Context: an optimization exercise on an open-source flow, tuned for small area and a short achievable clock period. The choices shown serve that exercise and are no tape-out recipe. The RTL was checked by simulation tests, not by an equivalence proof against the original design. No activity file was given, so power comes from the tool's default toggle rates.

File: design/flow/design.v
package alignPkg;
  localparam int SCORE_W = 11;
  typedef logic signed [SCORE_W-1:0] score_t;
  typedef logic [1:0] base_t;
  typedef struct packed {
    score_t m;
    score_t ix;
    score_t iy;
    score_t iz;
    score_t ixy;
    score_t iyz;
    score_t ixz;
  } scoreVec_t;
  typedef struct packed {
    scoreVec_t n1;
    scoreVec_t n2;
    scoreVec_t n3;
    base_t     a;
    base_t     b;
    base_t     c;
    logic      en;
  } cellIn_t;
endpackage
`timescale 1ns/1ps
module max7Tree #(
  parameter logic [20:0] THR1 = '0,    
  parameter logic [20:0] THR0 = '0,
  parameter int          CA1  = 0,
  parameter int          CA0  = 0,
  parameter int          CB1  = 0,
  parameter int          CB0  = 0
) (
  input  logic [76:0] x_i,      
  input  logic        bonus_i,
  input  logic        sel_i,    
  input  logic [11:0] ya_i,
  input  logic [10:0] ra_i,     
  input  logic [11:0] yb_i,
  input  logic [10:0] rb_i,     
  output logic [10:0] max_o
);
  function automatic logic [2:0] wrapBest(input logic [76:0] x, input logic [20:0] thr);
    logic [6:0] w;
    logic [1:0] qf [7];
    logic [1:0] q;
    for (int f = 0; f < 7; f++) begin
      w[f]  = ~|x[f*11+3 +: 8] & (x[f*11 +: 3] < thr[f*3 +: 3]);
      qf[f] = x[f*11 +: 2] - thr[f*3 +: 2];
    end
    q[1] = 1'b0;
    for (int f = 0; f < 7; f++) q[1] = q[1] | (w[f] & qf[f][1]);
    q[0] = 1'b0;
    for (int f = 0; f < 7; f++) q[0] = q[0] | (w[f] & qf[f][0] & (qf[f][1] | ~q[1]));
    wrapBest = {|w, q};
  endfunction
  function automatic logic topKey(input logic [11:0] y, input int c, input logic [1:0] q);
    logic [3:0] t;
    for (int k = 0; k < 4; k++) t[k] = ({1'b0, y} >= 13'(2044 + c + k));
    topKey = t[q];
  endfunction
  logic [2:0] wb1, wb0;
  logic       anyW, hitA, hitB;
  logic [1:0] q;
  assign wb1  = wrapBest(x_i, THR1);
  assign wb0  = wrapBest(x_i, THR0);
  assign anyW = bonus_i ? wb1[2] : wb0[2];
  assign q    = bonus_i ? wb1[1:0] : wb0[1:0];
  assign hitA = bonus_i ? topKey(ya_i, CA1, wb1[1:0]) : topKey(ya_i, CA0, wb0[1:0]);
  assign hitB = bonus_i ? topKey(yb_i, CB1, wb1[1:0]) : topKey(yb_i, CB0, wb0[1:0]);
  logic [10:0] fa, fb;
  assign fa = (anyW & ~hitA) ? {9'h1ff, q} : ra_i;
  assign fb = (anyW & ~hitB) ? {9'h1ff, q} : rb_i;
  assign max_o = sel_i ? fa : fb;
endmodule
`timescale 1ns/1ps
module neighborDelay;
endmodule
`timescale 1ns/1ps
module cellUpdate #(
  parameter int P0 = 6, parameter int P1 = 0,
  parameter int Q0 = 5, parameter int Q1 = 2,
  parameter int R0 = 3, parameter int R1 = 1,
  parameter int S0 = 4
) (
  input  logic [76:0] src_i,      
  input  logic        bonus_i,    
  output logic [10:0] t1_o,       
  output logic [10:0] t2_o
);
  function automatic logic ge12(input logic [11:0] a, input logic [11:0] b, input logic cin);
    logic [12:0] g0, t0;
    logic [6:0]  g1, t1;
    logic [3:0]  g2, t2;
    logic [1:0]  g3, t3;
    g0 = {a & ~b, cin};
    t0 = {a | ~b, 1'b0};
    for (int j = 0; j < 6; j++) begin
      g1[j] = g0[2*j+1] | (t0[2*j+1] & g0[2*j]);
      t1[j] = t0[2*j+1] & t0[2*j];
    end
    g1[6] = g0[12];
    t1[6] = t0[12];
    for (int j = 0; j < 3; j++) begin
      g2[j] = g1[2*j+1] | (t1[2*j+1] & g1[2*j]);
      t2[j] = t1[2*j+1] & t1[2*j];
    end
    g2[3] = g1[6];
    t2[3] = t1[6];
    for (int j = 0; j < 2; j++) begin
      g3[j] = g2[2*j+1] | (t2[2*j+1] & g2[2*j]);
      t3[j] = t2[2*j+1] & t2[2*j];
    end
    ge12 = g3[1] | (t3[1] & g3[0]);
  endfunction
  logic [10:0] X [7];
  logic [76:0] xAll;
  for (genvar f = 0; f < 7; f++) begin : gX
    assign X[f] = {~src_i[f*11+10], src_i[f*11 +: 10]};
    assign xAll[f*11 +: 11] = X[f];
  end
  logic        gtAB, geAB;
  logic [10:0] f1, f2;
  logic [11:0] yA, yB, yQ0, yQ1, yS;
  logic cP, cQ, gP0Q0, gP0Q1, gP1Q0, gP1Q1, wP0, wP1, wQ0, wQ1;
  assign cP    = ge12({1'b0, X[P0]}, {1'b0, X[P1]}, 1'b1);
  assign cQ    = ge12({1'b0, X[Q0]}, {1'b0, X[Q1]}, 1'b1);
  assign gP0Q0 = ge12({1'b0, X[P0]}, {1'b0, X[Q0]}, 1'b0);
  assign gP0Q1 = ge12({1'b0, X[P0]}, {1'b0, X[Q1]}, 1'b0);
  assign gP1Q0 = ge12({1'b0, X[P1]}, {1'b0, X[Q0]}, 1'b0);
  assign gP1Q1 = ge12({1'b0, X[P1]}, {1'b0, X[Q1]}, 1'b0);
  assign wP0 =  cP & gP0Q0 & gP0Q1;
  assign wP1 = ~cP & gP1Q0 & gP1Q1;
  assign wQ0 =  cQ & ~gP0Q0 & ~gP1Q0;
  assign wQ1 = ~cQ & ~gP0Q1 & ~gP1Q1;
  assign yQ0 = {1'b0, X[Q0]} + 12'd1;
  assign yQ1 = {1'b0, X[Q1]} + 12'd1;
  assign yA  = ({12{wP0}} & {1'b0, X[P0]}) | ({12{wP1}} & {1'b0, X[P1]})
             | ({12{wQ0}} & yQ0) | ({12{wQ1}} & yQ1);
  logic cR, gR0S, gR1S, wR0, wR1, wS;
  assign cR   = ge12({1'b0, X[R0]}, {1'b0, X[R1]}, 1'b1);
  assign gR0S = ge12({1'b0, X[R0]}, {1'b0, X[S0]}, 1'b0);
  assign gR1S = ge12({1'b0, X[R1]}, {1'b0, X[S0]}, 1'b0);
  assign wR0  =  cR & gR0S;
  assign wR1  = ~cR & gR1S;
  assign wS   = ~(wR0 | wR1);
  assign yS   = {1'b0, X[S0]} + 12'd1;
  assign yB   = ({12{wR0}} & {1'b0, X[R0]}) | ({12{wR1}} & {1'b0, X[R1]}) | ({12{wS}} & yS);
  assign gtAB = ge12(yA, yB, 1'b0);
  assign geAB = ge12(yA, yB, 1'b1);
  function automatic logic [20:0] thr(input int p, input int q, input int r, input int s1);
    thr = '0;
    thr[P0*3 +: 3] = 3'(p);  thr[P1*3 +: 3] = 3'(p);
    thr[Q0*3 +: 3] = 3'(q);  thr[Q1*3 +: 3] = 3'(q);
    thr[R0*3 +: 3] = 3'(r);  thr[R1*3 +: 3] = 3'(r);
    thr[S0*3 +: 3] = 3'(s1);
  endfunction
  localparam logic [20:0] THR_T1  = thr(4, 3, 3, 2);
  localparam logic [20:0] THR_T21 = thr(1, 0, 1, 0);    
  localparam logic [20:0] THR_T20 = thr(3, 2, 3, 2);    
  logic [10:0] rA1, rB1, rA2, rB2;
  assign rA1 = yA[10:0] - 11'd4;
  assign rB1 = yB[10:0] - 11'd3;
  assign rA2 = bonus_i ? yA[10:0] - 11'd1 : yA[10:0] - 11'd3;
  assign rB2 = bonus_i ? yB[10:0] - 11'd1 : yB[10:0] - 11'd3;
  max7Tree #(.THR1(THR_T1), .THR0(THR_T1), .CA1(4), .CA0(4), .CB1(3), .CB0(3)) fix1 (
    .x_i(xAll), .bonus_i(1'b1), .sel_i(gtAB),
    .ya_i(yA), .ra_i(rA1), .yb_i(yB), .rb_i(rB1), .max_o(f1));
  max7Tree #(.THR1(THR_T21), .THR0(THR_T20), .CA1(1), .CA0(3), .CB1(1), .CB0(3)) fix2 (
    .x_i(xAll), .bonus_i(bonus_i), .sel_i(geAB),
    .ya_i(yA), .ra_i(rA2), .yb_i(yB), .rb_i(rB2), .max_o(f2));
  assign t1_o = {~f1[10], f1[9:0]};
  assign t2_o = {~f2[10], f2[9:0]};
endmodule
`timescale 1ns/1ps
module alignCell (
  input  logic        clk,
  input  logic        rst,
  input  logic [76:0] n1_i,
  input  logic [76:0] n2_i,
  input  logic [76:0] n3_i,
  input  logic [1:0]  a_i,
  input  logic [1:0]  b_i,
  input  logic [1:0]  c_i,
  input  logic        en_i,
  output logic [76:0] state_o,
  output logic [1:0]  baseA_o,
  output logic        en_o
);
  function automatic logic ge12(input logic [11:0] a, input logic [11:0] b, input logic cin);
    logic [12:0] g0, t0;
    logic [6:0]  g1, t1;
    logic [3:0]  g2, t2;
    logic [1:0]  g3, t3;
    g0 = {a & ~b, cin};
    t0 = {a | ~b, 1'b0};
    for (int j = 0; j < 6; j++) begin
      g1[j] = g0[2*j+1] | (t0[2*j+1] & g0[2*j]);
      t1[j] = t0[2*j+1] & t0[2*j];
    end
    g1[6] = g0[12];
    t1[6] = t0[12];
    for (int j = 0; j < 3; j++) begin
      g2[j] = g1[2*j+1] | (t1[2*j+1] & g1[2*j]);
      t2[j] = t1[2*j+1] & t1[2*j];
    end
    g2[3] = g1[6];
    t2[3] = t1[6];
    for (int j = 0; j < 2; j++) begin
      g3[j] = g2[2*j+1] | (t2[2*j+1] & g2[2*j]);
      t3[j] = t2[2*j+1] & t2[2*j];
    end
    ge12 = g3[1] | (t3[1] & g3[0]);
  endfunction
  function automatic logic ge13(input logic [12:0] a, input logic [12:0] b, input logic cin);
    logic o;
    o = cin;
    for (int i = 0; i < 13; i++) o = (a[i] & ~b[i]) | ((a[i] | ~b[i]) & o);
    ge13 = o;
  endfunction
  localparam int FM = 6, FIX = 5, FIY = 4, FIZ = 3, FIXY = 2, FIYZ = 1, FIXZ = 0;
  logic [76:0] S;
  logic [10:0] iyzPre;
  logic [1:0]  A, B, C;
  logic        E;
  logic [10:0] mPre, ixyPre, ixzPre;
  logic        start;
  logic        eqAB, eqBC, eqAC, eqABn, eqBCn, eqACn;
  assign start = en_i & ~E;
  assign eqAB  = (A == B);
  assign eqBC  = (B == C);
  assign eqAC  = (A == C);
  assign eqABn = (a_i == b_i);
  assign eqBCn = (b_i == c_i);
  assign eqACn = (a_i == c_i);
  logic [10:0] iyN, ixyPreD, izN, ixzPreD;
  cellUpdate #(.P0(FM), .P1(FIXZ), .Q0(FIX), .Q1(FIXY), .R0(FIZ), .R1(FIYZ), .S0(FIY)) uN2 (
    .src_i(n2_i), .bonus_i(eqABn), .t1_o(iyN), .t2_o(ixyPreD));
  cellUpdate #(.P0(FM), .P1(FIXY), .Q0(FIX), .Q1(FIXZ), .R0(FIY), .R1(FIYZ), .S0(FIZ)) uN3 (
    .src_i(n3_i), .bonus_i(eqACn), .t1_o(izN), .t2_o(ixzPreD));
  logic [10:0] xs [7];
  logic [10:0] xn [7];
  for (genvar f = 0; f < 7; f++) begin : gX
    assign xs[f] = {~S[f*11+10], S[f*11 +: 10]};
    assign xn[f] = {~n1_i[f*11+10], n1_i[f*11 +: 10]};
  end
  function automatic logic [11:0] wkey(input logic [10:0] x, input logic [2:0] c);
    wkey = {~|x[10:3] & (x[2:0] < c), x};
  endfunction
  logic [11:0] s1a, s1b, s2, s4, ks [7];
  logic [12:0] sIx1, s4d, sZ, sW;
  logic [10:0] ixF;
  logic        c1a, c1b, c2, c4, cz, cw;
  assign ks[FM]   = wkey(xs[FM],   3'd4);
  assign ks[FIX]  = wkey(xs[FIX],  3'd2);
  assign ks[FIY]  = wkey(xs[FIY],  3'd3);
  assign ks[FIZ]  = wkey(xs[FIZ],  3'd3);
  assign ks[FIXY] = wkey(xs[FIXY], 3'd3);
  assign ks[FIYZ] = wkey(xs[FIYZ], 3'd4);
  assign ks[FIXZ] = wkey(xs[FIXZ], 3'd3);
  assign c1a = ge12(ks[FIY],  ks[FIZ],  1'b1);
  assign s1a = c1a ? ks[FIY] : ks[FIZ];
  assign c1b = ge12(ks[FIXY], ks[FIXZ], 1'b1);
  assign s1b = c1b ? ks[FIXY] : ks[FIXZ];
  assign c2  = ge12(s1a, s1b, 1'b1);
  assign s2  = c2 ? s1a : s1b;                        
  assign c4  = ge12(ks[FM], ks[FIYZ], 1'b1);
  assign s4  = c4 ? ks[FM] : ks[FIYZ];                
  assign sIx1 = {1'b0, ks[FIX]} + 13'd1;              
  assign cz = ge13({1'b0, s4}, sIx1, 1'b0);
  assign sZ = cz ? {1'b0, s4} : sIx1 + 13'd1;
  assign cw = ge13({1'b0, s2} + 13'd1, sZ, 1'b1);
  assign sW = cw ? {1'b0, s2} + 13'd1 : sZ;
  assign ixF = sW[10:0] - 11'd4;
  logic [6:0]  n0, n1, n2, n5, n6, n7;
  logic [11:0] km [7];
  for (genvar f = 0; f < 7; f++) begin : gN
    logic lo, hi;
    assign lo    = ~|xn[f][10:2];
    assign hi    = &xn[f][10:2];
    assign n0[f] = lo & (xn[f][1:0] == 2'd0);
    assign n1[f] = lo & (xn[f][1:0] == 2'd1);
    assign n2[f] = lo & (xn[f][1:0] == 2'd2);
    assign n5[f] = hi & (xn[f][1:0] == 2'd1);
    assign n6[f] = hi & (xn[f][1:0] == 2'd2);
    assign n7[f] = hi & (xn[f][1:0] == 2'd3);
    assign km[f] = {~(hi & |xn[f][1:0]), xn[f]};
  end
  logic pA0, pA1, pA2, pA5, pA6, pA7, pB0, pB1, pB2, pB5, pB6, pB7;
  assign pA0 = n0[FM] | n0[FIX] | n0[FIXY] | n0[FIXZ];
  assign pA1 = n1[FM] | n1[FIX] | n1[FIXY] | n1[FIXZ];
  assign pA2 = n2[FM] | n2[FIX] | n2[FIXY] | n2[FIXZ];
  assign pA5 = n5[FM] | n5[FIX] | n5[FIXY] | n5[FIXZ];
  assign pA6 = n6[FM] | n6[FIX] | n6[FIXY] | n6[FIXZ];
  assign pA7 = n7[FM] | n7[FIX] | n7[FIXY] | n7[FIXZ];
  assign pB0 = n0[FIY] | n0[FIZ] | n0[FIYZ];
  assign pB1 = n1[FIY] | n1[FIZ] | n1[FIYZ];
  assign pB2 = n2[FIY] | n2[FIZ] | n2[FIYZ];
  assign pB5 = n5[FIY] | n5[FIZ] | n5[FIYZ];
  assign pB6 = n6[FIY] | n6[FIZ] | n6[FIYZ];
  assign pB7 = n7[FIY] | n7[FIZ] | n7[FIYZ];
  logic [11:0] nA, nB, kyA, kyB, m3;
  logic [10:0] iyzF;
  logic        kAB;
  logic a01, a02, a03, a12, a13, a23, b01, b02, b12;
  assign a01 = ge12(km[FM],   km[FIX],  1'b1);
  assign a02 = ge12(km[FM],   km[FIXY], 1'b1);
  assign a03 = ge12(km[FM],   km[FIXZ], 1'b1);
  assign a12 = ge12(km[FIX],  km[FIXY], 1'b1);
  assign a13 = ge12(km[FIX],  km[FIXZ], 1'b1);
  assign a23 = ge12(km[FIXY], km[FIXZ], 1'b1);
  assign nA  = ({12{ a01 &  a02 &  a03}} & km[FM])
             | ({12{~a01 &  a12 &  a13}} & km[FIX])
             | ({12{~a02 & ~a12 &  a23}} & km[FIXY])
             | ({12{~a03 & ~a13 & ~a23}} & km[FIXZ]);
  assign b01 = ge12(km[FIY],  km[FIZ],  1'b1);
  assign b02 = ge12(km[FIY],  km[FIYZ], 1'b1);
  assign b12 = ge12(km[FIZ],  km[FIYZ], 1'b1);
  assign nB  = ({12{ b01 &  b02}} & km[FIY])
             | ({12{~b01 &  b12}} & km[FIZ])
             | ({12{~b02 & ~b12}} & km[FIYZ]);
  assign m3  = ge12(nA, nB, 1'b1) ? nA : nB;
  always_comb begin
    if (eqBCn ? pA0 : (pA0 | pA1 | pA2))
      kyA = {1'b1, 9'd0, eqBCn ? 2'd0 : pA2 ? 2'd2 : pA1 ? 2'd1 : 2'd0};
    else
      kyA = {1'b0, pA7 ? 11'd2047 : pA6 ? 11'd2046 : pA5 ? 11'd2045 : nA[10:0]};
    if (~eqBCn & (pB0 | pB1))
      kyB = {1'b1, 9'd0, pB1 ? 2'd1 : 2'd0};
    else
      kyB = {1'b0, pB7 ? 11'd2047 : pB6 ? 11'd2046 : pB5 ? 11'd2045 : nB[10:0]};
  end
  assign kAB  = ge12(kyA, kyB, 1'b0);
  assign iyzF = kAB ? (eqBCn ? kyA[10:0] - 11'd1 : kyA[10:0] - 11'd3)
                    : (eqBCn ? kyB[10:0]          : kyB[10:0] - 11'd2);
  logic [10:0] mK;        
  logic [5:0]  mP;        
  logic        t3, tm1;
  logic [10:0] mPreX;
  assign t3  = eqABn & eqBCn;
  assign tm1 = ~t3 & (eqABn | eqBCn | eqACn);
  always_comb begin
    if (t3)
      mPreX = mK + 11'd3;
    else if (tm1)
      mPreX = mP[0] ? 11'd2047 : mP[5] ? 11'd2046 : mP[4] ? 11'd2045 : mP[3] ? 11'd2044
            : mK - 11'd1;
    else
      mPreX = mP[2] ? 11'd2047 : mP[1] ? 11'd2046 : mP[0] ? 11'd2045
            : mP[5] ? 11'd2044 : mP[4] ? 11'd2043 : mP[3] ? 11'd2042 : mK - 11'd3;
  end
  logic [10:0] mN, ixN, ixyN, ixzN;
  assign ixN  = start ? 11'h7fe : {~ixF[10], ixF[9:0]};
  assign mN   = start ? ((eqAB & eqBC) ? 11'd3 : (eqAB | eqBC | eqAC) ? 11'h7ff : 11'h7fd) : mPre;
  assign ixyN = start ? (eqAB ? 11'd0 : 11'h7fe) : ixyPre;
  assign ixzN = start ? (eqAC ? 11'd0 : 11'h7fe) : ixzPre;
  always_ff @(posedge clk or posedge rst) begin
    if (rst) begin
      S      <= '0;
      iyzPre <= '0;
      mK     <= 11'h400;   
      mP     <= '0;
      A      <= '0;
      B      <= '0;
      C      <= '0;
      E      <= 1'b0;
      mPre   <= 11'd3;    
      ixyPre <= '0;
      ixzPre <= '0;
    end else begin
      S      <= {mN, ixN, iyN, izN, ixyN, iyzPre, ixzN};
      iyzPre <= {~iyzF[10], iyzF[9:0]};
      mK     <= m3[10:0];
      mP     <= {pA7 | pB7, pA6 | pB6, pA5 | pB5, pA2 | pB2, pA1 | pB1, pA0 | pB0};
      A      <= a_i;
      B      <= b_i;
      C      <= c_i;
      E      <= en_i;
      mPre   <= {~mPreX[10], mPreX[9:0]};
      ixyPre <= ixyPreD;
      ixzPre <= ixzPreD;
    end
  end
  assign state_o = S;
  assign baseA_o = A;
  assign en_o    = E;
endmodule
`timescale 1ns/1ps
module alignCellTop (
  input  logic        clk,
  input  logic        rst,
  input  logic [76:0] n1_i,
  input  logic [76:0] n2_i,
  input  logic [76:0] n3_i,
  input  logic [1:0]  a_i,
  input  logic [1:0]  b_i,
  input  logic [1:0]  c_i,
  input  logic        en_i,
  output logic [76:0] state_o,
  output logic [1:0]  baseA_o,
  output logic        en_o
);
  alignCell alignCell_inst (
    .clk     (clk),
    .rst     (rst),
    .n1_i    (n1_i),
    .n2_i    (n2_i),
    .n3_i    (n3_i),
    .a_i     (a_i),
    .b_i     (b_i),
    .c_i     (c_i),
    .en_i    (en_i),
    .state_o (state_o),
    .baseA_o (baseA_o),
    .en_o    (en_o)
  );
endmodule
File: design/flow/standard.sh
#!/bin/bash
# synth_recipe.tcl (not shown) runs the flow's synth.tcl, then flattens the netlist and writes it again
# the make line also repeats each setting of config.mk as NAME=value (left out here)
make -C /OpenROAD-flow-scripts/flow DESIGN_CONFIG=/design/flow/config.mk WORK_HOME=/design/flow/orfs CLKGATE_MAP_FILE= SYNTH_SCRIPT=/design/flow/synth_recipe.tcl "${@:-finish}"
File: design/flow/config.mk
export PLATFORM = sky130hd
export DESIGN_NAME = alignCellTop
export DESIGN_NICKNAME = alignCellTop
export VERILOG_FILES = /design/flow/design.v
export SDC_FILE = /design/flow/constraint.sdc
export NUM_CORES = 4
export LEC_CHECK = 0
export ABC_AREA = 1
export CAP_MARGIN = 20
export CORE_MARGIN = 2
export CORE_UTILIZATION = 45
export SETUP_SLACK_MARGIN = 4
export SLEW_MARGIN = 20
File: design/flow/flow/run.sh
#!/bin/bash
# The standard layout, with plain sky130_fd_sc_hd__buf_1 cells as the port
# buffers (the resizer's timing repair sizes them up where a path needs it).
# make's full output goes to flow.log here; each ORFS step keeps its own log
# under orfs/logs/.
set -euo pipefail
bash standard.sh "BUFFER_PORTS_ARGS=-buffer_cell sky130_fd_sc_hd__buf_1" finish > flow.log 2>&1
File: design/flow/constraint.sdc
create_clock -name core_clock -period 11.0 [get_ports {clk}]
set_input_delay 2.2000 -clock core_clock [delete_from_list [all_inputs] [get_ports {clk}]]
set_output_delay 2.2000 -clock core_clock [all_outputs]
set_load 0.01 [all_outputs]
==> summary.md, run 1 <==
| Metric | Value |
|---|---|
| Status | `no timing/DRC/antenna violations` |
| Hold path endpoint | `alignCell_inst.S[20]` |
| Nets@finish | `4,339` |
| Clock input transition at the sequential cells of the worst setup and hold paths | `0.07 ns` |
| Post-Syn Area | `21,600 um2` |
| Slew Limit Fails | `0` |
| R2r worst-path depth | `43` |
| Top Layer Used | `met4` |
| Share of layout cells above drive strength 1 | `under 10%` |
| Clock Tree Root | `clkbuf_16` |
| Max Root-Sink Buffers | `2` |
| # DRC | `0` |
| Count leader, synth | `nand2_1` |
| Crit Reg-Reg Endpoint | `alignCell_inst.S[65]` |
| Final setup margin | `~4.5 ns` |
| Global-route wire length before repair | `about 130,000 um` |
| Initial Utilization | `45.4%` |
| Placed instance count | `approximately 4,700` |
| Vias per Instance | `5.85` |
| Initial antenna violation count | `0` |
| Setup-failing EPs final | `0` |
| Routability cong. | `a little over 1` |
| Post-synth top flop | `dfrtp_1` |
| Routed Antenna Nets | `0` |
| Hold WC Path Type | `flip-flop to flip-flop` |
| Yosys warnings | `21` |
| Fin area | `~24,000 um2` |
| Die area | `approximately 50,000 um2` |
| Post-Syn Instances | `3,805` |
| Synth top area share | `between 15 and 20%` |
| Worst Max-Slew Pin Slew | `around 1.1 ns` |
| # rows | `80` |
| Synthesized Nets | `~4,100` |
| Crit Path Class | `input pin to flip-flop` |
| Worst EP required | `approximately 11 ns` |
| Met3 WL | `roughly 7300 um` |
| Pwr dens | `between 200 and 300 nW/um2` |
| Die W | `between 200 and 250 um` |
| CTS Buf Count | `17` |
| Final Non-Filler Cells | `4,695` |
| Wl on met1 | `~37,000 um` |
| Worst R2R Start | `alignCell_inst.S[15]` |
| Crit start category | `input pin` |
| # port buffers | `roughly 320` |
| Clk sinks | `roughly 150` |
| Avg Cell Area, Syn | `around 5.7 um2` |
| Worst slew margin | `about a quarter` |
| H-tree depth | `4` |
| Height of the die | `about 220 um` |
| Routed len/inst | `17.5 um` |
| Post-synthesis sequential area ratio | `16.8%` |
| Crit path DAT | `roughly 6.8 ns` |
| Initial DRC Count | `between 2,000 and 3,000` |
| Post-synth ARST share | `100%` |
| Total track usage | `approximately a third` |
| Largest net degree at the start of global routing | `92` |
| Max cap viols | `0` |
| Met2 Wirelength | `around 36,000 um` |
| WHS Path Cells | `0` |
| Seq cells post-synth | `145` |
| Post-Route WL | `a little over 80,000 um` |
| DP Wirelength | `about 67,000 um` |
| Crit. Startpoint | `n3_i[23]` |
| TritonCTS clock tree | `yes` |
| VDD IR-drop max | `~0.5 mV` |
| Post-layout min period | `approximately 6.5 ns` |
| Commonest cells in the netlist | `873 x nand2_1, 620 x inv_1, 447 x nor2_1` |
| Router iterations before antenna repair | `6` |
| Final Hold Fails | `0` |
| R2R Setup Slk | `between 5 and 6 ns` |
| Worst Skew | `0.0178 ns` |
| Synth unique cells | `about 70` |
| Core area | `47,500 um2` |
| Synth area leader | `dfrtp_1` |
| Crit. End Element | `flip-flop` |
| Clock Latency Late Sink | `around 0.42 ns` |
| Grt total ovfl | `0` |
| Hold_sp | `alignCell_inst.iyzPre[9]` |
| # diodes | `0` |
| RSZ-0062 raised after global routing | `false` |
| Fillers | `approximately 5,200` |
| DP Area | `~23,000 um2` |
| Fmax | `153 MHz` |
| Setup TNS | `0 ns` |
| Vias | `approximately 27,000` |
| Period utilization | `around three fifths` |
| Postcts setup bufs | `0` |
| Static Leakage | `~12 nW` |
| Num ports | `320` |
| Area delta synth->final | `10.8%` |
| Pre-CTS WS | `between 3 and 4 ns` |
| Number of global-route vias before repair | `around 25,000` |
| Crit-path max FO | `12` |
| Synth area leaders | `dfrtp_1 16%, nand2_1 15%, inv_1 11%` |
| Post-synth EDFFs | `0` |
==> state kept, by name, summed over array words and instances (netlist names) <==
| register | count |
|---|---|
| alignCell_inst.S | 77 |
| alignCell_inst.ixyPre | 11 |
| alignCell_inst.ixzPre | 11 |
| alignCell_inst.iyzPre | 11 |
| alignCell_inst.mK | 11 |
| alignCell_inst.mPre | 11 |
| alignCell_inst.mP | 6 |
| alignCell_inst.A | 2 |
| alignCell_inst.B | 2 |
| alignCell_inst.C | 2 |
| alignCell_inst.E | 1 |
==> critical path, stage by stage <==
cell and delay (ns):
buf_1 0.25, inv_1 0.24, nor2_1 0.14, a31oi_1 0.06, o21ai_0 0.18, a21oi_1 0.10, o221ai_1 0.22, a31oi_1 0.14
o311ai_0 0.50, nand3_1 0.47, o22ai_1 0.41, nor2_2 0.16, ha_1 0.29, a31oi_1 0.37, a21oi_1 0.11, o211ai_1 0.34
nand2_1 0.21, inv_1 0.26, a32oi_1 0.16
==> cell type report <==
class / instances / area, um2 / area share, %
Clock buffer: 19 / 453 / 1.89
Clock inverter: 13 / 130 / 0.544
Tap cell: 615 / 769 / 3.21
Multi-Input combinational cell: 2927 / 15200 / 63.6
Timing Repair Buffer: 331 / 1290 / 5.40
Sequential cell: 145 / 3630 / 15.2
Inverter: 645 / 2430 / 10.1
==> through the flow <==
stage          utilization (%)  hold WS (ns)  power (W)
6_report                  50.3         0.346    0.00648
2_1_floorplan                -         0.331    0.00476
3_5_place_dp              49.0         0.335    0.00586
4_1_cts                   50.2         0.348    0.00645
3_3_place_gp              49.0         0.333    0.00584
5_1_grt                   50.3         0.359    0.00724
==> cell families (layout without fill, tap and decap cells) <==
group | after synthesis | in the layout | share of synthesized area [%]
AO/OA/AOI/OAI | 914 | 914 | 26.5
adder cells (fa/ha/maj) | 32 | 32 | 1.96
buffers and inverters | 733 | 1008 | 12.9
multiplexers | 6 | 6 | 0.284
XOR/XNOR | 111 | 111 | 4.50
AND/OR/NAND/NOR | 1864 | 1864 | 37.1
flip-flops | 145 | 145 | 16.8
==> power breakdown <==
group	switching, W	leakage (nW)	total (W)	internal [W]
clock network	0.000241	0.278	0.000568	0.000327
logic	0.00326	9.59	0.00484	0.00157
registers	0.000285	1.71	0.00108	0.000791
total	0.00379	11.6	0.00648	0.00269
==> repair_timing <==
action	in CTS	in global routing
setup endpoints to repair	0	51
resized for setup	0	18
hold buffers	0	0
==> cells in the final DEF (no fill, tap or decap), types with 10 or more instances in the layout <==
cell type  count
nor4_1        72
nor3_1       102
nand3_1      233
ha_1          29
clkbuf_16     17
xor2_1        91
xnor2_1       20
a31oi_1       54
dfrtp_1      142
o21ai_1       24
inv_1        619
a22oi_1       18
buf_1        315
inv_2         10
o22ai_1      150
buf_4         12
a21oi_1      165
o31ai_1       15
a221oi_1      17
o21ai_0      247
nand4_1       64
nand2_1      872
nor2_1       443
o2111ai_1     24
a211oi_1      25
clkinv_1      15
o221ai_1      60
nand3b_1      11
o211ai_1      50
or2_2         20
==> how the worst max path moves through the flow <==
stage / to / slack, ns / cells past startpoint
2_1_floorplan: alignCell_inst.A[0] / 4.91 / 1
3_3_place_gp: alignCell_inst.ixzPre[9] / 3.78 / 25
3_5_place_dp: alignCell_inst.ixzPre[6] / 3.81 / 25
4_1_cts: alignCell_inst.ixzPre[6] / 4.25 / 25
5_1_grt: alignCell_inst.ixyPre[4] / 4.01 / 28
6_report: alignCell_inst.S[39] / 4.46 / 19
==> metal layers <==
metal	GRT usage, %	vias up
li1	-	13500
met5	0	-
met2	50.5	1426
met1	45.3	12300
met3	4.94	181
met4	8.70	0
==> run 2: changes to the inputs <==
--- a/design/flow/config.mk
+++ b/design/flow/config.mk
@@ -11,3 +11,3 @@
 export CORE_UTILIZATION = 45
-export SETUP_SLACK_MARGIN = 4
+export SETUP_SLACK_MARGIN = 3
 export SLEW_MARGIN = 20
==> summary.md, run 2 <==
| Metric | Value |
|---|---|
| Max Root-Sink Buffers | `2` |
| Clock input transition at the sequential cells of the worst setup and hold paths | `about 0.060 ns` |
| Routed Antenna Nets | `0` |
| WHS Path Cells | `0` |
| Num ports | `320` |
| Post-synth ARST share | `100%` |
| Static Leakage | `~12 nW` |
| # port buffers | `around 320` |
| CP Buf/Inv Count | `5` |
| R2r worst-path depth | `43` |
| Post-Route WL | `a little over 80,000 um` |
| Post-CTS Hold Buffers | `0` |
| Yosys warnings | `21` |
| Setup-failing EPs final | `0` |
| Post-synth EDFFs | `0` |
| Post-Syn Area | `21,600 um2` |
| Total track usage | `between 30% and 40%` |
| Post-Synth Adder-Cell Area | `1.96%` |
| Die W | `223 um` |
| Crit. End Element | `flip-flop` |
| Area delta synth->final | `10.6%` |
| Seq pwr share | `16.6%` |
| Vias | `27,500` |
| Count leader, synth | `nand2_1` |
| Post-synthesis compound-gate area fraction | `roughly a quarter` |
| Avg Cell Area, Syn | `approximately 5.7 um2` |
| Most frequent cells in the layout | `873 x nand2_1, 619 x inv_1, 447 x nor2_1` |
| Synth area leader | `dfrtp_1` |
| Seq cells post-synth | `~150` |
| Placed instance count | `4,663` |
| # rows | `80` |
| RSZ-0062 raised after global routing | `false` |
| Final Non-Filler Cells | `4,695` |
| DP Wirelength | `approximately 67,000 um` |
| Worst path most repeated cell | `nor2_1` |
| Commonest non-fill, non-tap cell in the layout | `nand2_1` |
| Number of global-route vias before repair | `around 25,000` |
| Post-Syn Instances | `between 3,000 and 4,000` |
| # DRC | `0` |
| VDD IR-drop max | `0.498 mV` |
| Setup TNS | `0 ns` |
| Core area | `~48,000 um2` |
| Initial DRC Count | `3,073` |
| Routed len/inst | `approximately 18 um` |
| Clock Latency Late Sink | `approximately 0.43 ns` |
| Max reg flops | `between 70 and 80` |
| Global-route wire length before repair | `between 100,000 and 150,000 um` |
| Crit path DAT | `~7.3 ns` |
| Initial Utilization | `between 40% and 50%` |
| Largest net degree at the start of global routing | `around 90` |
| Combinational group share of total power | `74.6%` |
| Nets@finish | `roughly 4,300` |
| R2R Setup Slk | `roughly 5.4 ns` |
| Max cap viols | `0` |
| Internal | `between 0.002 and 0.003 W` |
| Fin area | `approximately 24,000 um2` |
| Crit Path Class | `input pin to flip-flop` |
| Multi-input gate area | `between 15,000 and 20,000 um2` |
| Register area | `about 3600 um2` |
| P_sw | `between 0.003 and 0.004 W` |
| Power, Total | `about 0.0065 W` |
| Final Hold Fails | `0` |
| Share of layout cells above drive strength 1 | `2.72%` |
| Synth top area share | `16.5%` |
| Hold WC Path Type | `flip-flop to flip-flop` |
| Grt total ovfl | `0` |
| Worst Max-Slew Pin Slew | `about 1.0 ns` |
| Slew Limit Fails | `0` |
| Post-synth top flop | `dfrtp_1` |
| Period utilization | `between 60 and 70%` |
| Status | `no timing/DRC/antenna violations` |
| Family with the most delay on the worst path | `compound AO/OA/AOI/OAI gates` |
| Clock Power Share | `just under 9%` |
| Multiplexer area fraction after synthesis | `less than 1%` |
| Routability cong. | `1.01` |
| Post-cts resize count | `0` |
| Post-layout min period | `6.96 ns` |
| Synthesized Nets | `4,077` |
| DP Area | `around 23,000 um2` |
| Crit-path max cell delay | `approximately 0.57 ns` |
| Crit start category | `input pin` |
| Largest family of logic cells by synthesized area | `simple AND/OR/NAND/NOR gates` |
| # diodes | `0` |
| CP Depth | `25` |
| H-tree depth | `4` |
| Simple-gate share of the synthesized area | `between 30% and 40%` |
| Height of the die | `between 200 and 250 um` |
| Clock Tree Root | `clkbuf_16` |
| Synth unique cells | `71` |
| Worst Skew | `0.0175 ns` |
| Postcts setup bufs | `0` |
| Synth area leaders | `dfrtp_1 16%, nand2_1 15%, inv_1 11%` |
| Largest Register | `alignCell_inst.S` |
| Fillers | `~5,200` |
| CTS Buf Count | `17` |
| Router iterations before antenna repair | `8` |
| Worst R2R Start | `alignCell_inst.S[15]` |
| Crit. Startpoint | `n3_i[67]` |
| Slowest-stage cell, CP | `a21oi_1` |
| Synth Area in XOR/XNOR | `around 4.5%` |
| Pwr dens | `between 200 and 300 nW/um2` |
| Crit Reg-Reg Endpoint | `alignCell_inst.S[65]` |
| Die area | `~50,000 um2` |
| Post-synthesis sequential area ratio | `between 10% and 20%` |
| Initial antenna violation count | `0` |
| Fmax | `roughly 140 MHz` |
| Crit-path max FO | `10` |
| Last element of the critical path | `alignCell_inst.ixzPre[6]` |
| Worst EP required | `11.33 ns` |
| Worst slew margin | `slightly below 30%` |
| Clk sinks | `around 150` |
| Switch share | `58.5%` |
| TritonCTS clock tree | `yes` |
| Vias per Instance | `between 5 and 6` |
| Commonest cells in the netlist | `873 x nand2_1, 620 x inv_1, 447 x nor2_1` |
==> run 2: power groups by stage <==
stage	sequential (W)	combinational, W	clock (W)
detailed placement	0.00108	0.00478	0
CTS	0.00107	0.00481	0.000579
finish	0.00108	0.00484	0.000569
global route	0.00110	0.00553	0.000602
floorplan	0.00100	0.00376	0
global placement	0.00108	0.00476	0
==> run 2: metal layers <==
layer / vias to the layer above / GRT usage [%] / wire, um
met5: - / 0 / 0
met4: 0 / 8.70 / 2400
met3: 188 / 4.94 / 7340
met2: 1433 / 50.5 / 35600
met1: 12400 / 45.3 / 37000
li1: 13500 / - / -
==> run 2: cells by family after synthesis <==
group	count (synthesis)
AND/OR/NAND/NOR	1864
multiplexers	6
flip-flops	145
buffers and inverters	733
XOR/XNOR	111
AO/OA/AOI/OAI	914
adder cells (fa/ha/maj)	32
==> run 2: worst min path at each step <==
stage	startpoint	endpoint	slack [ns]
final	alignCell_inst.iyzPre[9]	alignCell_inst.S[20]	0.35
after global routing	alignCell_inst.iyzPre[5]	alignCell_inst.S[16]	0.36
after CTS	alignCell_inst.iyzPre[9]	alignCell_inst.S[20]	0.35
after detailed placement	alignCell_inst.iyzPre[2]	alignCell_inst.S[13]	0.33
after global placement	alignCell_inst.iyzPre[4]	alignCell_inst.S[15]	0.33
after floorplan	alignCell_inst.iyzPre[0]	alignCell_inst.S[11]	0.33
==> run 2: final cells by class <==
class / count / share of cell area (%)
clock buffer: 19 / 1.90
multi-input combinational: 2927 / 63.6
inverter: 645 / 10.2
timing repair buffer: 331 / 5.39
clock inverter: 13 / 0.545
sequential: 145 / 15.2
tap: 615 / 3.22
==> run 2: worst reg2reg max path: cells and delay by family, from the launching register on <==
family / cells / cell delay (ns)
adder cells (fa/ha/maj): 1 / 0.19
AND/OR/NAND/NOR: 37 / 3.77
buffers and inverters: 2 / 0.15
flip-flops: 1 / 0.45
AO/OA/AOI/OAI: 3 / 0.87
==> run 2: stage by stage <==
stage / util (%) / worst slack [ns] / hold slack [ns]
after floorplan: - / 4.91 / 0.331
after global placement: 49.0 / 3.78 / 0.333
after detailed placement: 49.0 / 3.81 / 0.335
after global routing: 50.3 / 3.64 / 0.359
after CTS: 50.2 / 4.25 / 0.348
final: 50.3 / 4.04 / 0.346
==> run 3: changes to the inputs <==
--- a/design/flow/design.v
+++ b/design/flow/design.v
@@ -148,3 +148,3 @@
   assign gtAB = ge12(yA, yB, 1'b0);
-  assign geAB = ge12(yA, yB, 1'b1);
+  assign geAB = gtAB | &(yA | ~yB);
   function automatic logic [20:0] thr(input int p, input int q, input int r, input int s1);
--- a/design/flow/config.mk
+++ b/design/flow/config.mk
@@ -11,3 +11,3 @@
 export CORE_UTILIZATION = 45
-export SETUP_SLACK_MARGIN = 3
+export SETUP_SLACK_MARGIN = 4
 export SLEW_MARGIN = 20
==> summary.md, run 3 <==
| Metric | Value |
|---|---|
| Status | `no timing/DRC/antenna violations` |
| Commonest cells in the netlist | `891 x nand2_1, 599 x inv_1, 427 x nor2_1` |
| Post-CTS Hold Buffers | `0` |
| Crit path DAT | `just under 7 ns` |
| # DRC | `0` |
| Num ports | `320` |
| Worst path most repeated cell | `o21ai_0` |
| Post-Syn Instances | `roughly 3,800` |
| Router iterations before antenna repair | `6` |
| R2r worst-path depth | `44` |
| Hold WC Path Type | `flip-flop to flip-flop` |
| Post-Route WL | `~80,000 um` |
| Crit-path max FO | `13` |
| Vias per Instance | `5.84` |
| Worst EP required | `between 10 and 15 ns` |
| Routed len/inst | `between 15 and 20 um` |
| Nets@finish | `4,320` |
| VDD IR-drop max | `0.394 mV` |
| Final Hold Fails | `0` |
| Initial DRC Count | `3,304` |
| Share of layout cells above drive strength 1 | `roughly 3.5%` |
| Global-route wire length before repair | `128,000 um` |
| Post-Syn Area | `around 21,000 um2` |
| Clock Tree Root | `clkbuf_16` |
| Clock input transition at the sequential cells of the worst setup and hold paths | `~0.06 ns` |
| Yosys warnings | `21` |
| Max reg flops | `77` |
| Final core occ | `a little over 50%` |
| Period utilization | `59.5%` |
| Seq cells post-synth | `about 150` |
| Routability cong. | `1.04` |
| Last element of the critical path | `alignCell_inst.iyzPre[1]` |
| CP Depth | `26` |
| DP Area | `about 23,000 um2` |
| Crit. End Element | `flip-flop` |
| Die area | `slightly below 50,000 um2` |
| Fin area | `roughly 24,000 um2` |
| CP Buf/Inv Count | `5` |
| Total track usage | `a little under a third` |
| Number of global-route vias before repair | `approximately 24,000` |
| RSZ-0062 raised after global routing | `false` |
| Routed Antenna Nets | `0` |
| Crit-path max cell delay | `0.61 ns` |
| Synth top area share | `between 10% and 20%` |
| Crit. Startpoint | `n1_i[12]` |
| R2R Setup Slk | `between 5 and 6 ns` |
| Worst R2R Start | `alignCell_inst.S[36]` |
| Slew Limit Fails | `0` |
| Avg Cell Area, Syn | `around 5.7 um2` |
| Clock Latency Late Sink | `approximately 0.42 ns` |
| H-tree depth | `4` |
| Largest Register | `alignCell_inst.S` |
| TritonCTS clock tree | `yes` |
| Synth unique cells | `between 70 and 80` |
| Initial Utilization | `a little under half` |
| Worst Max-Slew Pin Slew | `roughly 1.0 ns` |
| Synth area leaders | `dfrtp_1 17%, nand2_1 16%, inv_1 10%` |
| Post-synth ARST share | `100%` |
| Crit Path Class | `input pin to flip-flop` |
| Fillers | `~5,100` |
| Post-synth top flop | `dfrtp_1` |
| Post-layout min period | `6.54 ns` |
| Pwr dens | `~280 nW/um2` |
| Register area | `~3600 um2` |
| Grt total ovfl | `0` |
| # rows | `roughly 80` |
| Crit start category | `input pin` |
| Setup TNS | `0 ns` |
| Family with the most delay on the worst path | `compound AO/OA/AOI/OAI gates` |
| Vias | `about 27,000` |
| Post-synth EDFFs | `0` |
| Core area | `46,800 um2` |
| Postcts setup bufs | `0` |
| Multi-input gate area | `15,100 um2` |
| Crit Reg-Reg Endpoint | `alignCell_inst.S[65]` |
| Post-synthesis sequential area ratio | `roughly 17%` |
| Count leader, synth | `nand2_1` |
| CTS Buf Count | `17` |
| Most frequent cells in the layout | `889 x nand2_1, 598 x inv_1, 426 x nor2_1` |
| Initial antenna violation count | `3` |
| Commonest non-fill, non-tap cell in the layout | `nand2_1` |
| Synthesized Nets | `approximately 4,100` |
| Worst Skew | `between 0.01 and 0.015 ns` |
| Height of the die | `approximately 220 um` |
| Max Root-Sink Buffers | `2` |
| Max cap viols | `0` |
| # port buffers | `319` |
| Synth area leader | `dfrtp_1` |
| Static Leakage | `about 12 nW` |
| Setup-failing EPs final | `0` |
| Clk sinks | `about 150` |
| Worst slew margin | `between 20% and 30%` |
| Die W | `about 220 um` |
| Largest net degree at the start of global routing | `between 80 and 90` |
| Slowest-stage cell, CP | `o221ai_1` |
| Area delta synth->final | `10.8%` |
| Fmax | `153 MHz` |
| DP Wirelength | `approximately 65,000 um` |
run 3: changes by cell type in the layout (fill, tap and decap cells not counted), moves of 17 or more:
cell,change
nor3_1,+18
o21ai_1,+17
nand4_1,+17
inv_1,-21
nor2_1,-21
run 3: logic make-up after synthesis:
logic type      Yosys count  synth area share [%]
compound gates          867                  24.9
fa+ha+maj                32                  1.97
mux                       2                0.0934
simple gates           1935                  39.4
flops                   145                  16.9
xor+xnor                 95                  3.88
buf+inv                 712                  12.8
run 3: layer usage:
layer / global-route usage (%) / vias to the layer above / share of wire [%]
met5: 0 / - / 0
met4: 7.59 / 0 / 2.1
met3: 4.35 / 141 / 8.6
met2: 48.6 / 1310 / 43
met1: 45.4 / 12400 / 46
li1: - / 13400 / -
run 3: layout make-up:
type	count	area share [%]
Inverter	627	9.94
Clock inverter	10	0.632
Sequential cell	145	15.3
Multi-Input combinational cell	2931	63.7
Tap cell	607	3.20
Antenna cell	5	0.0527
Clock buffer	22	1.95
Timing Repair Buffer	326	5.26
run 3: worst min-delay path by stage:
stage	from	to	slack, ns	depth (start not counted)
floorplan	alignCell_inst.iyzPre[0]	alignCell_inst.S[11]	0.33	0
global placement	alignCell_inst.iyzPre[8]	alignCell_inst.S[19]	0.33	0
detailed placement	alignCell_inst.iyzPre[9]	alignCell_inst.S[20]	0.33	0
CTS	alignCell_inst.iyzPre[9]	alignCell_inst.S[20]	0.35	0
global route	alignCell_inst.iyzPre[8]	alignCell_inst.S[19]	0.36	0
finish	alignCell_inst.iyzPre[9]	alignCell_inst.S[20]	0.35	0
run 3: report_power, final:
| part | internal [W] | switching, W | leakage, nW |
|---|---|---|---|
| Clock | 0.000373 | 0.000228 | 0.296 |
| Combinational | 0.00165 | 0.00343 | 9.49 |
| Sequential | 0.000789 | 0.000279 | 1.72 |
| Total | 0.00281 | 0.00394 | 11.5 |
run 3: through the flow:
stage	std cells	worst slack (ns)	total power, W	hold slack (ns)
after floorplan	3788	4.91	0.00506	0.331
after global placement	4636	3.59	0.00607	0.332
after detailed placement	4636	3.64	0.00609	0.335
after CTS	4668	4.06	0.00672	0.349
after global routing	4668	4.05	0.00755	0.362
final	4673	4.46	0.00675	0.347
run 3: repair_timing:
| item | 4_1_cts | 5_1_grt |
|---|---|---|
| resized for setup | 0 | 14 |
| hold endpoints to repair | 0 | 0 |
| setup endpoints to repair | 0 | 34 |
==> run 4: changes to the inputs <==
--- a/design/flow/config.mk
+++ b/design/flow/config.mk
@@ -10,4 +10,4 @@
 export CORE_MARGIN = 2
-export CORE_UTILIZATION = 45
-export SETUP_SLACK_MARGIN = 4
+export CORE_UTILIZATION = 60
+export SETUP_SLACK_MARGIN = 5
 export SLEW_MARGIN = 20
==> summary.md, run 4 <==
| Metric | Value |
|---|---|
| Synth top area share | `between 10% and 20%` |
| Max Root-Sink Buffers | `2` |
| Synthesized Nets | `4,060` |
| Router iterations before antenna repair | `10` |
| Slew Limit Fails | `0` |
| Routability cong. | `between 1 and 1.5` |
| Fin area | `24,700 um2` |
| Post-layout min period | `between 5 and 6 ns` |
| Status | `no timing/DRC/antenna violations` |
| Last element of the critical path | `alignCell_inst.iyzPre[0]` |
| Setup TNS | `0 ns` |
| CTS Buf Count | `17` |
| Clock input transition at the sequential cells of the worst setup and hold paths | `~0.070 ns` |
| Initial Utilization | `a little over 60%` |
| # diodes | `0` |
| Synth area leader | `dfrtp_1` |
| Total track usage | `40.0%` |
| Crit path DAT | `6.28 ns` |
| Worst R2R Start | `alignCell_inst.S[26]` |
| Clock Latency Late Sink | `roughly 0.43 ns` |
| Static Leakage | `between 10 and 15 nW` |
| H-tree depth | `4` |
| Post-Synth Adder-Cell Area | `about 2.0%` |
| Pre-CTS WS | `3.82 ns` |
| # DRC | `0` |
| Crit start category | `input pin` |
| Avg Cell Area, Syn | `approximately 5.7 um2` |
| Height of the die | `193 um` |
| # rows | `69` |
| Final setup margin | `5.05 ns` |
| Commonest non-fill, non-tap cell in the layout | `nand2_1` |
| RSZ-0062 raised after global routing | `true` |
| Die area | `37,300 um2` |
| Post-Syn Instances | `3,788` |
| Max reg flops | `77` |
| Post-synthesis compound-gate area fraction | `about 25%` |
| Post-CTS Hold Buffers | `0` |
| Slowest-stage cell, CP | `nor4_4` |
| VDD IR-drop max | `about 1 mV` |
| Crit Path Class | `input pin to flip-flop` |
| Setup-failing EPs final | `0` |
| Commonest cells in the netlist | `891 x nand2_1, 599 x inv_1, 427 x nor2_1` |
| Initial antenna violation count | `1` |
| R2R Setup Slk | `around 5.6 ns` |
| Post-synth EDFFs | `0` |
| Core area | `between 30,000 and 40,000 um2` |
| Synth unique cells | `between 70 and 80` |
| Hold_ws | `between 0.3 and 0.4 ns` |
| DP Area | `22,900 um2` |
| Multiplexer area fraction after synthesis | `less than 1%` |
| Fmax | `168 MHz` |
| Routed Antenna Nets | `0` |
| Hold WC Path Type | `flip-flop to flip-flop` |
| Grt total ovfl | `0` |
| Most frequent cells in the layout | `870 x nand2_1, 576 x inv_1, 407 x nor2_1` |
| Post-Syn Area | `between 20,000 and 25,000 um2` |
| R2r worst-path depth | `37` |
| Crit. Startpoint | `n1_i[56]` |
| Worst Max-Slew Pin Slew | `approximately 1.1 ns` |
| Num ports | `320` |
| Period utilization | `54.1%` |
| Clk sinks | `approximately 150` |
| Max cap viols | `0` |
| Die W | `about 190 um` |
| Synth area leaders | `dfrtp_1 17%, nand2_1 16%, inv_1 10%` |
| Vias per Instance | `about 6.2` |
| Largest Register | `alignCell_inst.S` |
| Routed len/inst | `approximately 17 um` |
| Initial DRC Count | `3,793` |
| DP Wirelength | `about 60,000 um` |
| Synth Area in XOR/XNOR | `between 3 and 4%` |
| Register area | `3630 um2` |
| Final Hold Fails | `0` |
| Global-route wire length before repair | `122,000 um` |
| Vias | `around 29,000` |
| Nets@finish | `4,381` |
| Pwr dens | `280 nW/um2` |
| Area delta synth->final | `15.4%` |
| Number of global-route vias before repair | `24,700` |
| Crit-path max cell delay | `between 0.3 and 0.4 ns` |
| TritonCTS clock tree | `yes` |
| Crit-path max FO | `13` |
| Multi-input gate area | `between 15,000 and 20,000 um2` |
| # port buffers | `319` |
| Post-Route WL | `79,200 um` |
| Largest family of logic cells by synthesized area | `simple AND/OR/NAND/NOR gates` |
| Seq cells post-synth | `145` |
| Worst path most repeated cell | `nand2_1` |
| Worst EP required | `between 10 and 15 ns` |
| Clock Tree Root | `clkbuf_16` |
| Post-synth ARST share | `100%` |
| Fillers | `roughly 3,300` |
| Post-synthesis sequential area ratio | `between 10% and 20%` |
| Crit. End Element | `flip-flop` |
| Count leader, synth | `nand2_1` |
| Worst Skew | `a little under 0.009 ns` |
| Post-synth top flop | `dfrtp_1` |
| Largest net degree at the start of global routing | `75` |
| Simple-gate share of the synthesized area | `between 30 and 40%` |
| Crit Reg-Reg Endpoint | `alignCell_inst.S[65]` |
| Yosys warnings | `21` |
| Share of layout cells above drive strength 1 | `a little under a tenth` |
| Worst slew margin | `about a quarter` |
==> run 4: area by class of cell <==
cell class                 instances  area share (%)
tap                              461            2.33
clock buffer                      17            1.72
clock inverter                    15           0.758
timing repair buffer             382            6.95
sequential                       145            14.7
timing repair inverter             1          0.0303
inverter                         627            9.62
multi-input combinational       2935            63.9
==> run 4: timing repair <==
item                       4_1_cts  5_1_grt
setup buffers                   10       45
pin swaps                        6       21
hold endpoints to repair         0        0
setup endpoints to repair       60       73
gates cloned                     0        5
gates resized for setup         56      172
==> run 4: stage by stage <==
stage               util (%)  power [W]  std cells
global placement        64.7    0.00593       4491
detailed placement      64.7    0.00601       4491
finish                  69.9    0.00692       4583
floorplan                  -    0.00506       3788
CTS                     67.2    0.00669       4533
global route            69.9    0.00763       4583
==> run 4: cells by family (layout without fill, tap and decap cells) <==
kind of cell / Yosys count / count (layout)
simple gates: 1935 / 1939
compound gates: 867 / 867
buf+inv: 712 / 1042
flops: 145 / 145
xor+xnor: 95 / 95
fa+ha+maj: 32 / 32
mux: 2 / 2
==> run 4: worst max-delay path: cells and delay by family <==
family / cells / cell delay (ns)
compound gates: 10 / 1.53
buf+inv: 5 / 0.87
simple gates: 12 / 1.70
==> run 4: power by group <==
| group | internal [W] | total [W] | switching (W) |
|---|---|---|---|
| sequential | 0.000789 | 0.00105 | 0.000262 |
| clock | 0.000328 | 0.000588 | 0.000261 |
| combinational | 0.00173 | 0.00528 | 0.00355 |
==> run 4: worst min-delay path by stage <==
| stage | start | endpoint | slack [ns] | cells past startpoint |
|---|---|---|---|---|
| 2_1_floorplan | alignCell_inst.iyzPre[0] | alignCell_inst.S[11] | 0.33 | 0 |
| 3_3_place_gp | alignCell_inst.iyzPre[2] | alignCell_inst.S[13] | 0.33 | 0 |
| 3_5_place_dp | alignCell_inst.iyzPre[3] | alignCell_inst.S[14] | 0.33 | 0 |
| 4_1_cts | alignCell_inst.iyzPre[5] | alignCell_inst.S[16] | 0.35 | 0 |
| 5_1_grt | alignCell_inst.iyzPre[4] | alignCell_inst.S[15] | 0.36 | 0 |
| 6_report | alignCell_inst.iyzPre[5] | alignCell_inst.S[16] | 0.35 | 0 |
==> run 4: metal layers <==
layer | share of wire [%] | GRT usage [%] | up-vias
li1 | - | - | 13500
met1 | 40 | 53.5 | 12700
met2 | 44 | 63.6 | 2007
met3 | 12 | 7.33 | 380
met4 | 4.4 | 16.5 | 2
met5 | 0.015 | 0 | -
==> run 5: changes to the inputs <==
--- a/design/flow/config.mk
+++ b/design/flow/config.mk
@@ -7,6 +7,5 @@
 export LEC_CHECK = 0
-export ABC_AREA = 1
 export CAP_MARGIN = 20
 export CORE_MARGIN = 2
-export CORE_UTILIZATION = 60
+export CORE_UTILIZATION = 45
 export SETUP_SLACK_MARGIN = 5
==> summary.md, run 5 <==
| Metric | Value |
|---|---|
| Total track usage | `34.1%` |
| Worst path most repeated cell | `a211o_1` |
| Share of layout cells above drive strength 1 | `24.8%` |
| Post-layout min period | `6.74 ns` |
| Area delta synth->final | `33.9%` |
| Routed len/inst | `about 21 um` |
| Post-synthesis sequential area ratio | `roughly 17%` |
| H-tree depth | `4` |
| Crit path DAT | `roughly 7.0 ns` |
| Post-Syn Area | `21,800 um2` |
| Vias | `approximately 27,000` |
| Count leader, synth | `nand2_1` |
| Slowest-stage cell, CP | `a222oi_1` |
| Initial DRC Count | `around 3,000` |
| Die W | `approximately 220 um` |
| Core area | `roughly 48,000 um2` |
| Max Root-Sink Buffers | `2` |
| CTS Buf Count | `17` |
| Clock Tree Root | `clkbuf_16` |
| Static Leakage | `about 12 nW` |
| Synthesized Nets | `3,393` |
| Post-synth ARST share | `100%` |
| Largest Register | `alignCell_inst.S` |
| Number of global-route vias before repair | `between 20,000 and 30,000` |
| # rows | `80` |
| # diodes | `0` |
| Crit. End Element | `flip-flop` |
| Initial Utilization | `approximately 46%` |
| Clock input transition at the sequential cells of the worst setup and hold paths | `roughly 0.070 ns` |
| Die area | `between 50,000 and 60,000 um2` |
| Pwr dens | `roughly 300 nW/um2` |
| Vias per Instance | `between 6 and 7` |
| Post-Syn Instances | `about 3,100` |
| Commonest non-fill, non-tap cell in the layout | `nand2_1` |
| Post-synth EDFFs | `0` |
| Fillers | `approximately 4,300` |
| Synth area leader | `dfrtp_1` |
| Yosys warnings | `21` |
| Clk sinks | `145` |
| Setup TNS | `0 ns` |
| Routed Antenna Nets | `0` |
| Routability cong. | `approximately 1.0` |
| Max cap viols | `0` |
| Num ports | `320` |
| Crit-path max cell delay | `0.45 ns` |
| Router iterations before antenna repair | `9` |
| # port buffers | `~320` |
| Final core occ | `between 60% and 70%` |
| Crit Path Class | `flip-flop to flip-flop` |
| Synth unique cells | `110` |
| Worst Skew | `between 0.01 and 0.015 ns` |
| Final Hold Fails | `0` |
| Worst slew margin | `approximately 23%` |
| CP Buf/Inv Count | `2` |
| Hold WC Path Type | `flip-flop to flip-flop` |
| Crit-path max FO | `12` |
| Synth top area share | `16.3%` |
| Global-route wire length before repair | `between 100,000 and 150,000 um` |
| DP Wirelength | `roughly 65,000 um` |
| VDD IR-drop max | `around 0.55 mV` |
| Initial antenna violation count | `0` |
| Crit start category | `flip-flop` |
| Commonest cells in the netlist | `336 x nand2_1, 312 x nor2_1, 245 x inv_1` |
| Avg Cell Area, Syn | `between 6 and 7 um2` |
| Max reg flops | `77` |
| Post-synth top flop | `dfrtp_1` |
| Seq cells post-synth | `around 150` |
| Slew Limit Fails | `0` |
| Worst EP required | `11.29 ns` |
| Post-Route WL | `about 90,000 um` |
| Synth area leaders | `dfrtp_1 16%, nand2_1 5.8%, nor2_1 5.4%` |
| RSZ-0062 raised after global routing | `true` |
| Grt total ovfl | `0` |
| Period utilization | `61.3%` |
| Status | `no timing/DRC/antenna violations` |
| Fmax | `roughly 150 MHz` |
| Clock Latency Late Sink | `0.43 ns` |
| Height of the die | `224 um` |
| TritonCTS clock tree | `yes` |
| Most frequent cells in the layout | `325 x nand2_1, 288 x nor2_1, 244 x buf_4` |
| Nets@finish | `between 3,000 and 4,000` |
| Largest net degree at the start of global routing | `75` |
| Family with the most delay on the worst path | `compound AO/OA/AOI/OAI gates` |
| Setup-failing EPs final | `0` |
| Worst Max-Slew Pin Slew | `about 1.1 ns` |
| # DRC | `0` |
[run 5: logic make-up (layout without fill, tap and decap cells)]
| group | Yosys count | after routing | share of synthesized area [%] |
|---|---|---|---|
| compound gates | 879 | 882 | 28.5 |
| fa+ha+maj | 98 | 98 | 5.00 |
| xor+xnor | 202 | 202 | 8.13 |
| mux | 105 | 105 | 5.06 |
| flops | 145 | 145 | 16.7 |
| buf+inv | 400 | 869 | 7.13 |
| simple gates | 1292 | 1294 | 29.5 |
[run 5: final cells by class]
| type | instances | area, um2 | share of cell area [%] |
|---|---|---|---|
| Timing Repair Buffer | 588 | 3800 | 13.1 |
| Multi-Input combinational cell | 2581 | 19300 | 66.3 |
| Clock inverter | 15 | 219 | 0.752 |
| Tap cell | 615 | 769 | 2.64 |
| Clock buffer | 17 | 425 | 1.46 |
| Sequential cell | 145 | 3650 | 12.5 |
| Inverter | 249 | 947 | 3.25 |
[run 5: final timing paths]
path | end | cells after the start | startpoint | slack (ns)
max | alignCell_inst.S[65] | 28 | alignCell_inst.S[43] | 4.26
min | alignCell_inst.S[16] | 0 | alignCell_inst.iyzPre[5] | 0.36
max reg2reg | alignCell_inst.S[65] | 28 | alignCell_inst.S[43] | 4.26
min reg2reg | alignCell_inst.S[16] | 0 | alignCell_inst.iyzPre[5] | 0.36
max in group asynchronous | alignCell_inst.S[43] | 4 | rst | 7.41
min in group asynchronous | alignCell_inst.S[59] | 3 | rst | 2.04
[run 5: power breakdown]
| group | internal, W | switching (W) | leakage (nW) |
|---|---|---|---|
| clock | 0.000369 | 0.000247 | 0.312 |
| combinational | 0.00310 | 0.00380 | 9.81 |
| sequential | 0.000782 | 0.000346 | 1.68 |
| total | 0.00425 | 0.00439 | 11.8 |
[run 5: per-layer routing]
metal	track usage [%]	vias up	part of all wire, %
li1	-	12400	-
met1	47.7	13100	44
met2	55.0	1479	46
met3	4.29	208	7.9
met4	10.1	0	2.7
met5	0	-	0
[run 5: what timing repair did]
action                                  CTS  global route
pin swaps                               161           159
hold buffers                              0             0
buffers inserted                        182            69
resized for setup                       420           233
gates cloned                              6             1
endpoints found under the setup margin   76            76
[run 5: per-stage QoR]
step | instance area [um2] | std cells | total power (W) | hold WS, ns | setup slack, ns
floorplan | 22700 | 3121 | 0.00514 | 0.331 | 4.29
global placement | 23900 | 3920 | 0.00617 | 0.346 | 2.89
detailed placement | 23900 | 3920 | 0.00628 | 0.336 | 2.85
CTS | 27600 | 4140 | 0.00802 | 0.360 | 4.42
global route | 29100 | 4210 | 0.00921 | 0.370 | 3.95
finish | 29100 | 4210 | 0.00864 | 0.360 | 4.26
==> run 6: changes to the inputs <==
--- a/design/flow/config.mk
+++ b/design/flow/config.mk
@@ -7,2 +7,3 @@
 export LEC_CHECK = 0
+export ABC_AREA = 1
 export CAP_MARGIN = 20
==> summary.md, run 6 <==
| Metric | Value |
|---|---|
| Synth top area share | `16.6%` |
| Initial Utilization | `between 40% and 50%` |
| Share of layout cells above drive strength 1 | `roughly 10%` |
| Fillers | `approximately 5,100` |
| CTS Buf Count | `17` |
| Avg Cell Area, Syn | `~5.7 um2` |
| Clock input transition at the sequential cells of the worst setup and hold paths | `0.06 ns` |
| Yosys warnings | `21` |
| RSZ-0062 raised after global routing | `false` |
| Clk sinks | `between 100 and 150` |
| VDD IR-drop max | `0.408 mV` |
| Hold WC Path Type | `flip-flop to flip-flop` |
| Crit start category | `input pin` |
| Worst R2R Start | `alignCell_inst.S[40]` |
| # diodes | `0` |
| Slew Limit Fails | `0` |
| Nets@finish | `around 4,400` |
| Family with the most delay on the worst path | `simple AND/OR/NAND/NOR gates` |
| DP Wirelength | `around 66,000 um` |
| Crit Path Class | `input pin to flip-flop` |
| Num ports | `320` |
| Pwr dens | `274 nW/um2` |
| Post-Route WL | `about 83,000 um` |
| Vias | `~28,000` |
| Hold_sp | `alignCell_inst.iyzPre[10]` |
| Period utilization | `between 50 and 60%` |
| # port buffers | `around 320` |
| Die W | `approximately 220 um` |
| Post-CTS Hold Buffers | `0` |
| Clock Latency Late Sink | `approximately 0.42 ns` |
| Worst Max-Slew Pin Slew | `1.03 ns` |
| Core area | `between 40,000 and 50,000 um2` |
| Synth area leaders | `dfrtp_1 17%, nand2_1 16%, inv_1 10%` |
| Global-route wire length before repair | `~130,000 um` |
| Placed instance count | `4,638` |
| Crit-path max FO | `8` |
| Routability cong. | `1.05` |
| Commonest cells in the netlist | `891 x nand2_1, 599 x inv_1, 427 x nor2_1` |
| Height of the die | `approximately 220 um` |
| Synth area leader | `dfrtp_1` |
| # rows | `79` |
| Max reg flops | `77` |
| Synth unique cells | `73` |
| Router iterations before antenna repair | `8` |
| Largest net degree at the start of global routing | `77` |
| Final Hold Fails | `0` |
| Worst slew margin | `between 30% and 40%` |
| Initial DRC Count | `roughly 3,000` |
| Count leader, synth | `nand2_1` |
| Routed Antenna Nets | `0` |
| Most frequent cells in the layout | `869 x nand2_1, 568 x inv_1, 400 x nor2_1` |
| Worst EP required | `roughly 11 ns` |
| Worst path most repeated cell | `nand2_1` |
| Slowest-stage cell, CP | `fa_2` |
| Worst Skew | `approximately 0.011 ns` |
| Grt total ovfl | `0` |
| TritonCTS clock tree | `yes` |
| Post-synthesis sequential area ratio | `roughly 17%` |
| Static Leakage | `between 10 and 15 nW` |
| Final Non-Filler Cells | `4,737` |
| Setup-failing EPs final | `0` |
| Post-layout min period | `5.83 ns` |
| Fmax | `171 MHz` |
| Area delta synth->final | `16.7%` |
| Number of global-route vias before repair | `roughly 25,000` |
| Crit-path max cell delay | `0.37 ns` |
| Crit. End Element | `flip-flop` |
| Post-Syn Instances | `3,788` |
| Die area | `49,400 um2` |
| Setup TNS | `0 ns` |
| Max Root-Sink Buffers | `2` |
| Crit path DAT | `just over 6 ns` |
| Vias per Instance | `roughly 6` |
| Post-synth EDFFs | `0` |
| Post-synth top flop | `dfrtp_1` |
| Synthesized Nets | `about 4,100` |
| Routed len/inst | `17.6 um` |
| Clock Tree Root | `clkbuf_16` |
| Commonest non-fill, non-tap cell in the layout | `nand2_1` |
| Status | `no timing/DRC/antenna violations` |
| Seq cells post-synth | `~150` |
| H-tree depth | `4` |
| Largest Register | `alignCell_inst.S` |
| Max cap viols | `0` |
| Crit. Startpoint | `n1_i[25]` |
| Total track usage | `between 30% and 40%` |
| CP Buf/Inv Count | `5` |
| Post-synth ARST share | `100%` |
| Post-Syn Area | `roughly 21,000 um2` |
| Initial antenna violation count | `5` |
| # DRC | `0` |
==> run 6: cell types whose count changed after synthesis, sizes merged, moves of 62 or more <==
cell | before | now
clkbuf | 127 | 65
nor2 | 312 | 438
o21ai | 165 | 289
o22ai | 63 | 139
nor2b | 68 | 0
inv | 245 | 614
nand2b | 89 | 0
xnor2 | 131 | 19
nand3 | 106 | 252
nand2 | 338 | 912
maj3 | 66 | 0
mux2i | 74 | 2
==> run 6: cell families (layout without fill, tap and decap cells) <==
| family | Yosys count | in the layout | synth area share (%) |
|---|---|---|---|
| muxes | 2 | 2 | 0.0934 |
| DFF | 145 | 145 | 16.9 |
| AOI/OAI and AO/OA | 867 | 867 | 24.9 |
| xor gates and xnor gates | 95 | 95 | 3.88 |
| adders and majority gates | 32 | 32 | 1.97 |
| and+or+nand+nor | 1935 | 1938 | 39.4 |
| buffers and inverters | 712 | 1051 | 12.8 |
==> run 6: final timing paths <==
check	end	slack (ns)	depth (start not counted)
worst max register to register	alignCell_inst.S[65]	5.77	42
worst max-delay path	alignCell_inst.iyzPre[10]	5.17	25
max in group asynchronous	alignCell_inst.S[29]	7.51	4
min in group asynchronous	alignCell_inst.iyzPre[9]	2.09	3
worst min register to register	alignCell_inst.S[21]	0.35	0
worst min-delay path	alignCell_inst.S[21]	0.35	0
==> run 6: where the power goes <==
group          total (W)  internal (W)  leakage, nW  switching, W
clock network   0.000548      0.000334        0.267      0.000214
logic            0.00525       0.00174         10.0       0.00351
registers        0.00106      0.000789         1.72      0.000272
==> run 6: per-layer routing <==
metal,track usage [%],up-vias,routed length (um)
met2,49.6,1543,36300
met1,46.4,12800,37100
li1,-,13500,-
met3,3.77,227,7680
met5,0,-,66
met4,8.74,10,2320
==> run 6: final cells by class <==
class                   instances  area (um2)  area share (%)
multi-input cells            2934       15800            63.3
repair buffers                392        1840            7.35
clock inverters                11         131           0.525
flip-flops and latches        145        3630            14.5
repair inverters                1        7.51          0.0300
well taps                     607         759            3.03
clock buffers                  20         437            1.74
inverters                     627        2380            9.52
==> run 6: repair_timing <==
item / 4_1_cts / 5_1_grt
buffers inserted: 13 / 50
pin swaps: 7 / 29
resized for setup: 68 / 214
endpoints found under the setup margin: 59 / 74
cloned: 0 / 5
==> run 6: through the flow <==
step	area [um2]	worst slack, ns	power (W)	hold slack, ns	util [%]
final	25000	5.17	0.00686	0.347	53.5
after global routing	25000	4.94	0.00764	0.354	53.5
after detailed placement	23100	3.60	0.00609	0.335	49.4
after global placement	23100	3.56	0.00606	0.333	49.4
after floorplan	21400	5.22	0.00506	0.331	-
after CTS	24000	5.00	0.00670	0.348	51.3

[separate check: timing with driven ports]
The results above use ideal ports. As a check the final layouts listed here were re-extracted and re-timed, cells and wires unchanged. Step 1 sets driving cells, clkbuf_16 on the clock port and buf_2 on the other inputs (assumed; they add their load-dependent delay and slew). Step 2, shift: input delay + t, output delay - t, t = (earliest + latest rising clock arrival at the registers) / 2. This alone moves slack from input paths to output paths. Three values: ideal, step 1, step 2; two values: the first two.
run	t (ns)	slack for setup (ns)	hold WS [ns]	slew at the worst register clock pin (ns)	pins driven straight from the clock port
run 1	0.464	4.457 / 4.482 / 4.018	0.346 / 0.346 / 0.346	0.07 / 0.07	1
run 2	0.466	4.040 / 4.042 / 3.577	0.346 / 0.346 / 0.346	0.07 / 0.07	1
run 3	0.463	4.457 / 4.480 / 4.018	0.347 / 0.347 / 0.347	0.07 / 0.07	1
run 4	0.473	5.050 / 5.064 / 4.591	0.350 / 0.350 / 0.350	0.07 / 0.07	1
run 5	0.466	4.260 / 4.260 / 3.922	0.360 / 0.360 / 0.360	0.07 / 0.07	1
run 6	0.459	5.169 / 5.186 / 4.727	0.347 / 0.347 / 0.347	0.06 / 0.06	1
After both steps every run listed still meets setup and hold. For run 2, which loses most, drivers alone change the setup slack by +0.002 ns; drivers and shift together by -0.463 ns.
